This design comes from an exercise in tuning for small area on the open sky130 flow, not from production work. In this exercise RTL edits were held to simulation tests only and were not proved equivalent to the original.

==> flow/design.v <==
package requant_pkg;
    localparam int ACC_W   = 22;
    localparam int MANT_W  = 9;
    localparam int PROD_W  = 2 * MANT_W;
    localparam int ACT_W   = 8;
    localparam int SHIFT_W = 5;
    typedef logic signed [ACC_W-1:0] acc_t;
    typedef logic signed [MANT_W-1:0] mant_t;
    typedef logic signed [PROD_W-1:0] prod_t;
    typedef logic signed [ACT_W-1:0] act_t;
    typedef logic [SHIFT_W-1:0] shift_t;
    typedef enum logic [1:0] {
        WIN_13 = 2'd0,
        WIN_8  = 2'd1,
        WIN_5  = 2'd2,
        WIN_3  = 2'd3
    } win_lo_t;
    localparam act_t ACT_MAX = 8'sh7f;
    localparam act_t ACT_MIN = 8'sh80;
endpackage
`timescale 1ns/1ps
import requant_pkg::*;
module acc_normalize
#(
    parameter int DN = 6
) (
    input  logic                     clk,
    input  logic                     rst_n,
    input  logic [DN*ACC_W-1:0]      acc_data,
    input  logic                     acc_valid,
    input  logic [SHIFT_W-1:0]       n,
    output logic [DN*MANT_W-1:0]     norm_mant,
    output logic [DN*SHIFT_W-1:0]    norm_shift
);
    for (genvar i = 0; i < DN; i++) begin : g_lane
        logic signed [ACC_W-1:0]    a;
        logic    run16;
        logic    run13;
        logic    run11;
        logic [1:0] sel;
        logic [SHIFT_W-1:0]  lo;
        logic signed [MANT_W-1:0]   win;
        logic [SHIFT_W-1:0]  cnt;
        assign a = acc_data[i*ACC_W +: ACC_W];
        always_comb begin
            run16 = (a[ACC_W-1:16] == {6{a[ACC_W-1]}});
            run13 = (a[ACC_W-1:13] == {9{a[ACC_W-1]}});
            run11 = (a[ACC_W-1:11] == {11{a[ACC_W-1]}});
            if (!run16) begin
                sel = WIN_13;
            end else if (!run13) begin
                sel = WIN_8;
            end else if (!run11) begin
                sel = WIN_5;
            end else begin
                sel = WIN_3;
            end
            case (sel)
                WIN_8: begin
                    lo = 5'd8;
                end
                WIN_5: begin
                    lo = 5'd5;
                end
                WIN_3: begin
                    lo = 5'd3;
                end
                default: begin
                    lo = 5'd13;
                end
            endcase
            win = a[lo +: MANT_W];
            cnt = n - lo;
        end
        always_ff @(posedge clk or negedge rst_n) begin
            if (!rst_n) begin
                norm_mant[i*MANT_W +: MANT_W]    <= '0;
                norm_shift[i*SHIFT_W +: SHIFT_W] <= '0;
            end else if (acc_valid) begin
                norm_mant[i*MANT_W +: MANT_W]    <= win;
                norm_shift[i*SHIFT_W +: SHIFT_W] <= cnt;
            end
        end
    end
endmodule
`timescale 1ns/1ps
import requant_pkg::*;
module scale_table
#(
    parameter int DN     = 6,
    parameter int GROUPS = 4
) (
    input  logic                        clk,
    input  logic                        rst_n,
    input  logic                        scale_we,
    input  logic [$clog2(GROUPS)-1:0]   scale_addr,
    input  logic [DN*MANT_W-1:0]        scale_wdata,
    input  logic [$clog2(GROUPS)-1:0]   grp,
    input  logic                        acc_valid,
    output logic [DN*MANT_W-1:0]        rd_scale
);
    localparam int WW = DN * MANT_W;
    logic [GROUPS*WW-1:0] mem;
    for (genvar g = 0; g < GROUPS; g++) begin : g_word
        always_ff @(posedge clk or negedge rst_n) begin
            if (!rst_n) begin
                mem[g*WW +: WW] <= '0;
            end else if (scale_we && scale_addr == g) begin
                mem[g*WW +: WW] <= scale_wdata;
            end
        end
    end
    always_ff @(posedge clk or negedge rst_n) begin
        if (!rst_n) begin
            rd_scale <= '0;
        end else if (acc_valid) begin
            rd_scale <= mem[grp*WW +: WW];
        end
    end
endmodule
`timescale 1ns/1ps
import requant_pkg::*;
module requant_lanes
#(
    parameter int DN = 6
) (
    input  logic                     clk,
    input  logic                     rst_n,
    input  logic [DN*MANT_W-1:0]     norm_mant,
    input  logic [DN*SHIFT_W-1:0]    norm_shift,
    input  logic [DN*MANT_W-1:0]     rd_scale,
    input  logic                     acc_valid,
    input  logic                     relu_en,
    output logic [DN*ACT_W-1:0]      act_data,
    output logic                     act_valid
);
    localparam int RW = PROD_W + 2;
    logic [3:0] vld_q;
    logic [1:0] relu_q;
    always_ff @(posedge clk or negedge rst_n) begin
        if (!rst_n) begin
            vld_q  <= '0;
            relu_q <= '0;
        end else begin
            vld_q  <= {vld_q[2:0], acc_valid};
            relu_q <= {relu_q[0], relu_en};
        end
    end
    for (genvar i = 0; i < DN; i++) begin : g_lane
        logic signed [MANT_W-1:0]  m;
        logic signed [MANT_W-1:0]  sc;
        logic signed [PROD_W-1:0]  prod_q;
        logic [SHIFT_W-1:0] shift_q;
        logic signed [RW-1:0] dbl;
        logic signed [RW-1:0] rnd;
        logic signed [ACT_W-1:0]                 res;
        logic signed [ACT_W-1:0] res_q;
        assign m  = norm_mant[i*MANT_W +: MANT_W];
        assign sc = rd_scale[i*MANT_W +: MANT_W];
        always_ff @(posedge clk) begin
            if (vld_q[0]) begin
                prod_q  <= PROD_W'(m * sc);
                shift_q <= norm_shift[i*SHIFT_W +: SHIFT_W];
            end
        end
        always_comb begin
            dbl = {{2{prod_q[PROD_W-1]}}, prod_q} <<< 1;
            rnd = ((dbl >>> shift_q) + RW'(1)) >>> 1;
            if (rnd > RW'(ACT_MAX)) begin
                res = ACT_MAX;
            end else if (rnd < RW'(ACT_MIN)) begin
                res = ACT_MIN;
            end else begin
                res = ACT_W'(rnd);
            end
            if (relu_q[1] && prod_q[PROD_W-1]) begin
                res = '0;
            end
        end
        always_ff @(posedge clk) begin
            if (vld_q[1]) begin
                res_q <= res;
            end
        end
        always_ff @(posedge clk or negedge rst_n) begin
            if (!rst_n) begin
                act_data[i*ACT_W +: ACT_W] <= '0;
            end else if (vld_q[2]) begin
                act_data[i*ACT_W +: ACT_W] <= res_q;
            end
        end
    end
    assign act_valid = vld_q[3];
endmodule
`timescale 1ns/1ps
import requant_pkg::*;
module requant_top
#(
    parameter int DN     = 6,
    parameter int GROUPS = 4
) (
    input  logic                        clk,
    input  logic                        rst_n,
    input  logic [DN*ACC_W-1:0]         acc_data,
    input  logic                        acc_valid,
    input  logic [$clog2(GROUPS)-1:0]   grp,
    input  logic [SHIFT_W-1:0]          n,
    input  logic                        relu_en,
    input  logic                        scale_we,
    input  logic [$clog2(GROUPS)-1:0]   scale_addr,
    input  logic [DN*MANT_W-1:0]        scale_wdata,
    output logic [DN*ACT_W-1:0]         act_data,
    output logic                        act_valid
);
    logic [DN*MANT_W-1:0]  norm_mant;
    logic [DN*SHIFT_W-1:0] norm_shift;
    logic [DN*MANT_W-1:0]  rd_scale;
    acc_normalize #(
        .DN         (DN)
    ) u_acc_normalize (
        .clk        (clk),
        .rst_n      (rst_n),
        .acc_data   (acc_data),
        .acc_valid  (acc_valid),
        .n          (n),
        .norm_mant  (norm_mant),
        .norm_shift (norm_shift)
    );
    scale_table #(
        .DN          (DN),
        .GROUPS      (GROUPS)
    ) u_scale_table (
        .clk         (clk),
        .rst_n       (rst_n),
        .scale_we    (scale_we),
        .scale_addr  (scale_addr),
        .scale_wdata (scale_wdata),
        .grp         (grp),
        .acc_valid   (acc_valid),
        .rd_scale    (rd_scale)
    );
    requant_lanes #(
        .DN         (DN)
    ) u_requant_lanes (
        .clk        (clk),
        .rst_n      (rst_n),
        .norm_mant  (norm_mant),
        .norm_shift (norm_shift),
        .rd_scale   (rd_scale),
        .acc_valid  (acc_valid),
        .relu_en    (relu_en),
        .act_data   (act_data),
        .act_valid  (act_valid)
    );
endmodule
==> flow/run.sh <==
#!/bin/bash
# synth_recipe.tcl (not shown) runs the flow's synth.tcl, then flattens the netlist and writes it again
# the make line also repeats each setting of config.mk as NAME=value (left out here)
make -C /OpenROAD-flow-scripts/flow DESIGN_CONFIG=/design/flow/config.mk WORK_HOME=/design/flow/orfs CLKGATE_MAP_FILE= SYNTH_SCRIPT=/design/flow/synth_recipe.tcl finish
==> flow/config.mk <==
export PLATFORM = sky130hd
export DESIGN_NAME = requant_top
export DESIGN_NICKNAME = requant_top
export VERILOG_FILES = /design/flow/design.v
export SDC_FILE = /design/flow/constraint.sdc
export NUM_CORES = 4
export LEC_CHECK = 0
export CAP_MARGIN = 20
export CORE_MARGIN = 2
export CORE_UTILIZATION = 40
export SLEW_MARGIN = 20
==> flow/constraint.sdc <==
create_clock -name core_clock -period 6.5 [get_ports {clk}]
set_input_delay 1.3000 -clock core_clock [delete_from_list [all_inputs] [get_ports {clk}]]
set_output_delay 1.3000 -clock core_clock [all_outputs]
set_load 0.01 [all_outputs]
==> impl_metrics.env <==
export IMPL_status="finished clean"
export IMPL_rows=133
export IMPL_dp_final_hpwl_um=93760
export IMPL_crit_path_start="u_scale_table.rd_scale[18]"
export IMPL_fmax_mhz=176.8
export IMPL_grt_pass1_vias=37260
export IMPL_drive_gt1_frac=0.1560
export IMPL_nNetsFinal=5933
export IMPL_gp_congestion=0.8907
export IMPL_antenna_left=0
export IMPL_r2r_start="u_scale_table.rd_scale[18]"
export IMPL_htreeDepth=3
export IMPL_yosys_top_cells_area="dfrtp_1 (19%), fa_1 (16%), edfxtp_1 (10%), mux2_2 (8.5%), mux4_2 (6.9%)"
export IMPL_criticalPathCategory="reg2reg"
export IMPL_yosys_area_share_simple=0.1173
export IMPL_final_setup_tns_ns=0
export IMPL_cts_setup_buffers=0
export IMPL_yosys_warnings=3
export IMPL_synth_common_cells="inv_1 (520), fa_1 (426), nand2_1 (424), dfrtp_1 (408), mux2_2 (404)"
export IMPL_finalSetupViolCount=0
export IMPL_clockBufferDepth=3
export IMPL_initial_core_util=0.4043
export IMPL_synth_ff_type="dfrtp_1"
export IMPL_rsz0062_at_grt="no"
export IMPL_clkLatencyLatePin_ns=0.67
export IMPL_finalWorstSetupSlack_ns=0.8441
export IMPL_synth_fa_ha_area_frac=0.2206
export IMPL_path_clk_slew_ns=0.06
export IMPL_yosysTopAreaCell="dfrtp_1"
export IMPL_synth_async_sr_flop_share=0.6869
export IMPL_synth_top_family_by_area="adder cells"
export IMPL_synth_xor_area_share=0.02959
export IMPL_cts_hold_fix_buffers=0
export IMPL_slew_headroom=0.2942
export IMPL_cts_sinks=594
export IMPL_reg2reg_slack_ns=0.84
export IMPL_drv_cap=0
export IMPL_die_area_um2=136200
export IMPL_syn_inst=4984
export IMPL_drc=0
export IMPL_ys_types=103
export IMPL_cp_max_fo=10
export IMPL_pre_cts_ws_ns=0.8156
export IMPL_fin_crit_sh=0.8701
export IMPL_wl_per_cell_um=18.23
export IMPL_synth_top_area_frac=0.1916
export IMPL_grt_overflow=0
export IMPL_io_buffer_count=235
export IMPL_syn_nets=5868
export IMPL_hold_viol=0
export IMPL_synth_area_um2=53290
export IMPL_slew_viol_final=0
export IMPL_critPathLaunchType="flop"
export IMPL_antenna_found_initial=10
export IMPL_die_h_um=369.0
export IMPL_root_buffer="clkbuf_16"
export IMPL_vias=37130
export IMPL_cts_tree="done"
export IMPL_ys_ff_latch=594
export IMPL_grt_max_degree=147
export IMPL_coreArea_um2=131800
export IMPL_post_cts_resize_count=0
export IMPL_drt_wl_total_um=125200
export IMPL_avgSynthCellArea_um2=10.69
export IMPL_first_iter_violations=2498
export IMPL_synth_edf_count=186
export IMPL_viasPerCell=5.409
export IMPL_synth_seq_area_share=0.2964
export IMPL_cp_endpoint="u_requant_lanes.g_lane[2].prod_q[17]"
export IMPL_cts_buffers=73
export IMPL_track_usage=0.1863
export IMPL_design_area_um2=59440
export IMPL_cp_arrival_ns=6.08
export IMPL_skew_ns=0.03178
export IMPL_cp_data_required_time_ns=6.92
export IMPL_reg2regPathDepth=17
export IMPL_synth_most_common_cell="inv_1"
export IMPL_crit_path_end_kind="flop"
export IMPL_io_pins=249
export IMPL_reg2reg_to="u_requant_lanes.g_lane[2].prod_q[17]"
export IMPL_die_w_um=369.0
export IMPL_tightest_slew_ns=1.059
export IMPL_dr_pass1_iters=6
export IMPL_post_dp_cell_area_um2=56950
export IMPL_synth_mux_area_frac=0.1806
export IMPL_holdCritPathClass="reg2reg"
export IMPL_fin_crit_ns=5.656
export IMPL_grt_pass1_wl_um=206000
export IMPL_area_growth_pct=11.55
export IMPL_synth_compound_area_frac=0.09491
[kinds of logic (layout without fill, tap and decap cells)]
group	count (synthesis)	in the layout
other	0	1
AOI/OAI and AO/OA	752	752
adders and majority gates	684	684
buffers and inverters	816	941
and+or+nand+nor	1251	1251
DFF	594	594
xor gates and xnor gates	180	180
muxes	707	707
[cell usage in the layout, fill, tap and decap left out, types with 107 or more instances in the layout]
cell type,n
o21ai_0,107
mux2_2,404
mux4_2,163
fa_1,426
nor2_1,217
mux2i_1,140
edfxtp_1,186
clkdlybuf4s50_1,228
ha_1,258
a21oi_1,211
nand2_1,424
dfrtp_1,405
xnor2_1,145
inv_1,520
and2_1,222
[worst min-delay path by stage]
stage                              start                   endpoint  slack (ns)  cells past startpoint
4_1_cts        u_requant_lanes.relu_q[0]  u_requant_lanes.relu_q[1]        0.35                      0
3_3_place_gp   u_requant_lanes.relu_q[0]  u_requant_lanes.relu_q[1]        0.34                      0
6_report       u_requant_lanes.relu_q[0]  u_requant_lanes.relu_q[1]        0.35                      0
2_1_floorplan  u_requant_lanes.relu_q[0]  u_requant_lanes.relu_q[1]        0.33                      0
3_5_place_dp   u_requant_lanes.relu_q[0]  u_requant_lanes.relu_q[1]        0.35                      0
5_1_grt        u_requant_lanes.relu_q[0]  u_requant_lanes.relu_q[1]        0.36                      0
[metal layers]
metal  up-vias  wire, µm  global-route usage
li1      17500         -                   -
met1     18750     61810              0.2780
met2       748     55960              0.2866
met3       122      5405             0.02558
met4        14      1891             0.04144
met5         -        97                   0
[worst max-delay path, cell delays in order (launching register included)]
cell	delay (ns)
dfrtp_1	0.61
nand2_1	0.17
fa_1	0.56
inv_1	0.06
fa_1	0.55
fa_1	0.45
fa_1	0.57
fa_1	0.42
ha_1	0.34
a21oi_1	0.22
o21bai_1	0.08
a21oi_1	0.23
o21bai_1	0.10
a21oi_1	0.23
o21bai_1	0.11
a2111oi_0	0.42
nor3_1	0.13
xnor2_1	0.15
[layout make-up]
class	count	area, µm²
Timing Repair Buffer	281	2741
Antenna cell	1	2.502
Clock inverter	37	389.1
Inverter	525	1971
Clock buffer	98	2062
Multi-Input combinational cell	3574	34280
Sequential cell	594	15800
Tap cell	1755	2196
Fill cell	12320	72350
[registers in the layout (all words and copies together) (netlist names)]
register	count
u_acc_normalize.norm_mant	54
u_acc_normalize.norm_shift	30
u_requant_lanes.act_data	48
u_requant_lanes.g_lane.prod_q	108
u_requant_lanes.g_lane.res_q	48
u_requant_lanes.g_lane.shift_q	30
u_requant_lanes.relu_q	2
u_requant_lanes.vld_q	4
u_scale_table.mem	216
u_scale_table.rd_scale	54
[stage by stage]
stage | cells | util | hold slack [ns]
final | 6865 | 0.4510 | 0.3500
after global routing | 6865 | 0.4510 | 0.3565
after CTS | 6862 | 0.4507 | 0.3509
after detailed placement | 6727 | 0.4321 | 0.3479
after global placement | 6727 | 0.4322 | 0.3380
after floorplan | 4984 | - | 0.3312

port drivers added, routing unchanged:
No port has a modelled driver above. Below, the same layout with a new extraction and two added sets of constraints.
Step 1, drivers: a clkbuf_16 drives clk and a buf_2 each remaining input, both assumed.
Step 2 times the ports against the registers' clock, not the clock port: input delays grow and output delays shrink by t, the midpoint of the rising clock arrivals with the driver on.
Slacks: ideal / step 1 / step 2; pairs: ideal / step 1.
t, ns: 0.721
setup slack, ns: 0.844 / 0.844 / 0.844
latest minus earliest clock arrival (ns): 0.034 / 0.034
After both steps this run still meets setup and hold. For this run, drivers alone change the setup slack by 0.000 ns; drivers and shift together by 0.000 ns.
